Background: an optimization exercise with open tools, aiming at small area. Do not read the settings as production practice. In this exercise RTL edits were held to simulation tests only and were not proved equivalent to the original. No activity file was given, so power comes from the tool's default toggle rates.

<file path="run.sh">
#!/bin/bash
# synth_recipe.tcl (not shown) runs the flow's synth.tcl, then flattens the netlist and writes it again
# the make line also repeats each setting of config.mk as NAME=value (left out here)
make -C /OpenROAD-flow-scripts/flow DESIGN_CONFIG=/design/flow/config.mk WORK_HOME=/design/flow/orfs CLKGATE_MAP_FILE= SYNTH_SCRIPT=/design/flow/synth_recipe.tcl finish
</file>
<file path="design.v">
module gru_fp_sequencer #(
  parameter int INPUTDIMEN = 4,
  parameter int CELLNUM    = 4,
  parameter int DATABIT    = 16,
  parameter int WDEPTH     = 16,
  parameter int TIMEOUT    = 1023,
  localparam int BW = INPUTDIMEN*CELLNUM*DATABIT,
  localparam int XW = INPUTDIMEN*DATABIT,
  localparam int AW = $clog2(WDEPTH)
) (
  input  logic              clk,
  input  logic              rst_n,
  input  logic              start,
  input  logic              reload,
  input  logic              abort,
  input  logic [7:0]        num_steps,
  output logic [AW-1:0]     w_addr,
  input  logic [6*DATABIT-1:0] w_q,
  output logic [BW-1:0]     wxr,
  output logic [BW-1:0]     wxz,
  output logic [BW-1:0]     wxh,
  output logic [BW-1:0]     whr,
  output logic [BW-1:0]     whz,
  output logic [BW-1:0]     whh,
  output logic              xt_req,
  input  logic              xt_valid,
  input  logic [XW-1:0]     xt_in,
  output logic [XW-1:0]     xt_out,
  output logic              hl_start,
  input  logic              hl_done,
  output logic              ave_start,
  output logic [7:0]        ave_t,
  output logic              head_start,
  input  logic              head_done,
  output logic              busy,
  output logic              done,
  output logic              error,
  output logic              weights_valid
);
  localparam int TW = $clog2(TIMEOUT+1);
  typedef enum logic [3:0] {
    S_IDLE, S_LOAD, S_FETCH, S_RUN, S_WAIT_HL,
    S_AVG, S_HEAD, S_WAIT_HEAD, S_DONE
  } state_t;
  state_t          r_state;
  state_t          w_next;
  logic [AW:0]     r_lcnt;
  logic [TW-1:0]   r_wd;
  logic [7:0]      r_idx;
  logic [7:0]      r_steps;
  logic            r_err;
  logic            r_wvalid;
  logic [XW-1:0]   r_xt;
  logic [BW-1:0]   r_wxr, r_wxz, r_wxh;
  logic [BW-1:0]   r_whr, r_whz, r_whh;
  logic            w_tmo;
  logic            w_hit;
  logic            w_last;
  logic            w_cap;
  logic            w_wait;
  logic            w_accept;
  assign w_hit    = (r_wd == TW'(TIMEOUT-1));
  assign w_last   = (r_lcnt == (AW+1)'(WDEPTH));
  assign w_cap    = (r_state == S_LOAD) && !abort
                    && (r_lcnt != '0);
  assign w_wait   = (r_state == S_FETCH)
                    || (r_state == S_WAIT_HL)
                    || (r_state == S_WAIT_HEAD);
  assign w_accept = (r_state == S_IDLE) && start && !abort;
  always_comb begin
    w_next = r_state;
    w_tmo  = 1'b0;
    unique case (r_state)
      S_IDLE:
        if (w_accept && num_steps != '0)
          w_next = (reload || !r_wvalid) ? S_LOAD : S_FETCH;
      S_LOAD:
        if (w_last) w_next = S_FETCH;
      S_FETCH:
        if (xt_valid) w_next = S_RUN;
        else if (w_hit) begin
          w_next = S_IDLE;
          w_tmo  = 1'b1;
        end
      S_RUN:
        w_next = S_WAIT_HL;
      S_WAIT_HL:
        if (hl_done) w_next = S_AVG;
        else if (w_hit) begin
          w_next = S_IDLE;
          w_tmo  = 1'b1;
        end
      S_AVG:
        w_next = (r_idx == r_steps) ? S_HEAD : S_FETCH;
      S_HEAD:
        w_next = S_WAIT_HEAD;
      S_WAIT_HEAD:
        if (head_done) w_next = S_DONE;
        else if (w_hit) begin
          w_next = S_IDLE;
          w_tmo  = 1'b1;
        end
      S_DONE:
        w_next = S_IDLE;
      default:
        w_next = S_IDLE;
    endcase
    if (abort) begin
      w_next = S_IDLE;
      w_tmo  = 1'b0;
    end
  end
  always_ff @(posedge clk or negedge rst_n) begin
    if (!rst_n) begin
      r_state  <= S_IDLE;
      r_lcnt   <= '0;
      r_wd     <= '0;
      r_idx    <= '0;
      r_steps  <= '0;
      r_err    <= 1'b0;
      r_wvalid <= 1'b0;
      r_xt     <= '0;
      r_wxr    <= '0;
      r_wxz    <= '0;
      r_wxh    <= '0;
      r_whr    <= '0;
      r_whz    <= '0;
      r_whh    <= '0;
    end else begin
      r_state <= w_next;
      if (w_next != r_state) r_wd <= '0;
      else if (w_wait)       r_wd <= r_wd + 1'b1;
      if (r_state == S_LOAD && w_next == S_LOAD)
        r_lcnt <= r_lcnt + 1'b1;
      else
        r_lcnt <= '0;
      if (w_cap) begin
        r_whh <= {r_whh[BW-DATABIT-1:0], w_q[0*DATABIT +: DATABIT]};
        r_whz <= {r_whz[BW-DATABIT-1:0], w_q[1*DATABIT +: DATABIT]};
        r_whr <= {r_whr[BW-DATABIT-1:0], w_q[2*DATABIT +: DATABIT]};
        r_wxh <= {r_wxh[BW-DATABIT-1:0], w_q[3*DATABIT +: DATABIT]};
        r_wxz <= {r_wxz[BW-DATABIT-1:0], w_q[4*DATABIT +: DATABIT]};
        r_wxr <= {r_wxr[BW-DATABIT-1:0], w_q[5*DATABIT +: DATABIT]};
      end
      if (r_state == S_IDLE && w_next == S_LOAD)
        r_wvalid <= 1'b0;
      else if (w_cap && w_last)
        r_wvalid <= 1'b1;
      if (w_accept) begin
        r_err   <= (num_steps == '0);
        r_steps <= num_steps;
        r_idx   <= '0;
      end else if (w_tmo) begin
        r_err <= 1'b1;
      end
      if (r_state == S_RUN && !abort)
        r_idx <= r_idx + 1'b1;
      if (r_state == S_FETCH && xt_valid && !abort)
        r_xt <= xt_in;
    end
  end
  assign w_addr = (r_state == S_LOAD && !r_lcnt[AW])
                  ? r_lcnt[AW-1:0] : '0;
  assign wxr           = r_wxr;
  assign wxz           = r_wxz;
  assign wxh           = r_wxh;
  assign whr           = r_whr;
  assign whz           = r_whz;
  assign whh           = r_whh;
  assign xt_req        = (r_state == S_FETCH);
  assign xt_out        = r_xt;
  assign hl_start      = (r_state == S_RUN) && !abort;
  assign ave_start     = (r_state == S_AVG) && !abort;
  assign ave_t         = r_idx;
  assign head_start    = (r_state == S_HEAD) && !abort;
  assign done          = (r_state == S_DONE) && !abort;
  assign busy          = (r_state != S_IDLE);
  assign error         = r_err;
  assign weights_valid = r_wvalid;
endmodule
</file>
<file path="config.mk">
export PLATFORM = sky130hd
export DESIGN_NAME = gru_fp_sequencer
export DESIGN_NICKNAME = gru_fp_sequencer
export VERILOG_FILES = /design/flow/design.v
export SDC_FILE = /design/flow/constraint.sdc
export NUM_CORES = 4
export LEC_CHECK = 0
export CAP_MARGIN = 20
export CORE_AREA = 10 10 650 650
export DIE_AREA = 0 0 660 660
export SLEW_MARGIN = 20
</file>
<file path="constraint.sdc">
create_clock -name core_clock -period 5.0 [get_ports {clk}]
set_input_delay 1.0000 -clock core_clock [delete_from_list [all_inputs] [get_ports {clk}]]
set_output_delay 1.0000 -clock core_clock [all_outputs]
set_load 0.01 [all_outputs]
</file>
==> impl_metrics.toml <==
[clocking]
postCtsSetupRepairBufs = 0
cts_made_buffers = 191
cts.clk_slew.worst_paths_ps = 60
worst_skew_pair.late_latency_ps = 890
h-tree-depth = 4
clk_path_buf_depth = 4
holdBufCountCts = 0
cts_resized = 0
cts.sinks = 1637
tritoncts = "yes"
clock-root-buffer = "clkbuf_16"

[yosys]
ys_ff_latch = 1637
synth_edf_count = 0
portion_of_synthesized_cell_area_occupied_by_the_leading_cell_type = 0.666
ys_seq_area_frac = 0.666
synthArstFlopShare = 1.00
postSynthCellCount = 3606
synth.top_cells.by_area = "dfrtp_1 (67%), mux2_2 (28%), mux2_1 (1.8%), buf_4 (1.4%), buf_2 (0.52%)"
synthesis.area_per_instance_sq_um = 17.0
synthFlopType = "dfrtp_1"
syn_area_sq_mm = 0.0615
yosysWarningCount = 1
synth_cell_type_count = 53
synthesis.nets = 3787
synthDominantAreaCellType = "dfrtp_1"

[pwr]
power.leakage_nw = 41.7
power_per_cell_area_mw_per_mm2 = 326
vdd_drop_max_mv = 0.263
power_w = 0.0303

[detailed_routing]
drt_first_pass_iters = 5
routed-wl-met2_um = 143000
ant_nets = 0
detail_route.vias_per_cell = 3.59
dr.max_layer_used = "met5"
post-route-drc-count = 0
detail_route.iter0.violations = 2386
detail_route.wirelength_um = 278000
route.vias.total = 39900
wirelength_met1_um = 105000
drt-wirelength-per-cell_um = 25.1
metal3_wl_um = 21300

[floorplanning]
core-area_sq_mm = 0.407
die_width_um = 660
design.portCount = 1796
starting_density = 0.151
placementRows = 234
floorplan.die_area_sq_mm = 0.436
chipHeight_um = 660

[finish]
design.final.nets = 5695
seq_area_sq_mm = 0.0410
post_route_cells_drive_above_1_share = 0.343
multi_input_area_sq_mm = 0.0193
flow.area_growth_from_synthesis_pct = 51.4
fillCellCount = 42500

[placed_design]
detailedPlacementHpwl_um = 227000
final_estimated_routing_congestion_in_global_placement = 0.901
io_buffer_count = 1795

[setup_path]
crit_path_end_kind = "primary output"
slowest_delay_ps = 880
cpLargestDelayFamily = "simple AND/OR/NAND/NOR gates"
worstPathCellList = "nor2_2 -> nand3_1 -> nor2_1 -> and2_1 -> clkdlybuf4s50_1"
worst_reg2reg_path_depth = 6
worst-r2r-setup-slack_ps = 1700
critPathMaxFanout = 18
critical_path_required_ps = 4000
setup.worst_path.start_class = "flop"
critical_path.reg2reg.startpoint = "r_state[2]"
category_of_the_most_critical_setup_path = "flop to primary output"
cp_num_buf_inv = 1
setup.worst_path.start = "r_state[2]"
rr_endpoint = "r_whh[151]"
crit_path_top_delay_cell = "clkdlybuf4s50_1"
timing.critical_path.arrival_ps = 3290

[timing]
timing_max_transition_violations_final = 0
clock_skew_ps = 56.7
rsz0062_at_grt = "false"
tightest_slew_ps = 1040
report.final.hold_viol_count = 0
summed_negative_setup_slack_over_all_endpoints_ps = 0
finalCritPeriodShare = 0.857
timing.final.crit_period_ps = 4290
maxClockFrequency_mhz = 233
setup_viol_count_final = 0
timing.slew.headroom = 0.308

[global_route]
grt_remaining_overflow = 0
number_of_antenna_violations_at_the_first_check_in_global_routing = 56
grt_start_max_net_pins = 141
grt_first_pass_wirelength_um = 372000
track_usage = 0.120
vias_in_the_first_global_route = 42100

[run]
max-cap-violations = 0

[run_status]
status = "no timing/DRC/antenna violations"

[hold_path]
hold_path.class = "input pin to async pin"
-- power breakdown --
part	switching [W]	internal [W]	leakage [nW]
combinational	0.000753	0.000728	15.7
sequential	0.000310	0.0135	22.7
clock	0.00598	0.00904	3.32
total	0.00704	0.0233	41.7
-- through the flow --
step / worst slack [ps] / hold slack (ps) / std cells / instance area, sq um / util
after CTS: 624 / 11.6 / 11100 / 93000 / 0.228
after floorplan: 2110 / 466 / 3606 / 61500 / -
after global placement: 746 / 468 / 10700 / 86300 / 0.212
after global routing: 489 / 41.2 / 11100 / 93000 / 0.228
final: 715 / 82.7 / 11100 / 93100 / 0.229
after detailed placement: 757 / 478 / 10700 / 86300 / 0.212
-- flip-flops by register name, summed over array words and instances, names as in the netlist --
signal	flops
r_whh	256
r_whr	256
r_whz	256
r_wxh	256
r_wxr	256
r_wxz	256
r_xt	64
r_wd	10
r_idx	8
r_steps	8
r_lcnt	5
r_state	4
r_err	1
r_wvalid	1
-- worst register-to-register path, stage by stage, from the launching register on --
cell,delay (ps)
dfrtp_1,580
nor2_2,280
nand3_1,290
nor3_4,620
buf_12,300
buf_12,460
mux2_2,620
-- layout by cell type, fill, tap and decap left out, types with 3 or more instances in the layout --
cell type	Yosys	layout
clkdlybuf4s50_1	0	1794
dfrtp_1	1637	1637
mux2_2	1509	1509
clkbuf_16	0	192
mux2_1	99	99
buf_4	112	72
clkbuf_8	0	40
buf_12	0	34
clkinv_2	0	31
clkbuf_1	9	30
bufinv_16	0	26
nor3_1	21	21
diode_2	0	20
xor2_1	16	16
nand2_1	14	14
nand3_1	14	14
nor2_1	12	12
inv_1	8	8
inv_6	0	8
nand4_1	7	7
xnor2_1	6	6
o21ai_1	6	6
o21ai_0	5	5
ha_1	5	5
clkinvlp_4	0	5
and2_1	4	4
inv_8	0	4
clkinv_16	0	4
nand2b_1	3	3
nor4_1	3	3
mux2i_1	3	3
or4_1	3	3
a21oi_1	3	3
-- area by class of cell --
class	count	share of cell area
well taps	5428	0.0730
clock inverters	82	0.0137
multi-input cells	1774	0.207
flip-flops and latches	1637	0.440
diodes	20	0.000538
inverters	9	0.000363
repair buffers	1901	0.206
clock buffers	262	0.0588
-- worst max path at each step --
stage	end	slack [ps]	cells after the start
floorplan	hl_start	2110	4
global placement	hl_start	750	4
detailed placement	hl_start	760	4
CTS	w_addr[3]	620	5
global route	w_addr[3]	490	5
finish	w_addr[2]	710	5
-- layer usage --
metal,GRT usage,up-vias
met1,0.137,21300
met2,0.216,1506
met3,0.0341,324
met5,0,-
li1,-,16800
met4,0.0391,2
-- Yosys cell counts, types with 3 or more instances --
cell type	number
nand3_1	14
ha_1	5
nand4_1	7
buf_4	112
o21ai_1	6
mux2i_1	3
nor3_1	21
mux2_2	1509
or4_1	3
dfrtp_1	1637
and2_1	4
nor2_1	12
mux2_1	99
clkbuf_1	9
nand2_1	14
a21oi_1	3
nor4_1	3
xor2_1	16
o21ai_0	5
buf_2	64
xnor2_1	6
nand2b_1	3
inv_1	8
-- cells by family after synthesis --
| logic type | count (synthesis) | synth area share |
|---|---|---|
| flip-flops | 1637 | 0.666 |
| multiplexers | 1612 | 0.295 |
| buffers and inverters | 195 | 0.0202 |
| AND/OR/NAND/NOR | 104 | 0.00981 |
| AO/OA/AOI/OAI | 31 | 0.00427 |
| XOR/XNOR | 22 | 0.00313 |
| adder cells (fa/ha/maj) | 5 | 0.00102 |

[re-timing with driven ports]
No port has a modelled driver above. Below, the same layout with a new extraction and two added sets of constraints.
Step 1 (the two cells are an assumption about what drives the block):
set clk [get_ports {clk}]
set_driving_cell -lib_cell sky130_fd_sc_hd__clkbuf_16 $clk
set_driving_cell -lib_cell sky130_fd_sc_hd__buf_2 [delete_from_list [all_inputs] $clk]
Step 2 adds t to the input delays and takes it off the output delays; t is the mean of the earliest and latest rising clock arrival at the registers after step 1. Input paths then give back, and output paths get back, about the clock's delay inside the block.
Slacks: no drivers / after step 1 / after step 2; pairs: no drivers / after step 1.
t (ns): 0.948
setup WS [ns]: 0.715 / 0.621 / 0.681
pins driven straight from the clock port: 1
After both steps setup and hold are still met in this run. The setup slack of this run moves by -0.094 ns with the drivers and by -0.034 ns with both steps.
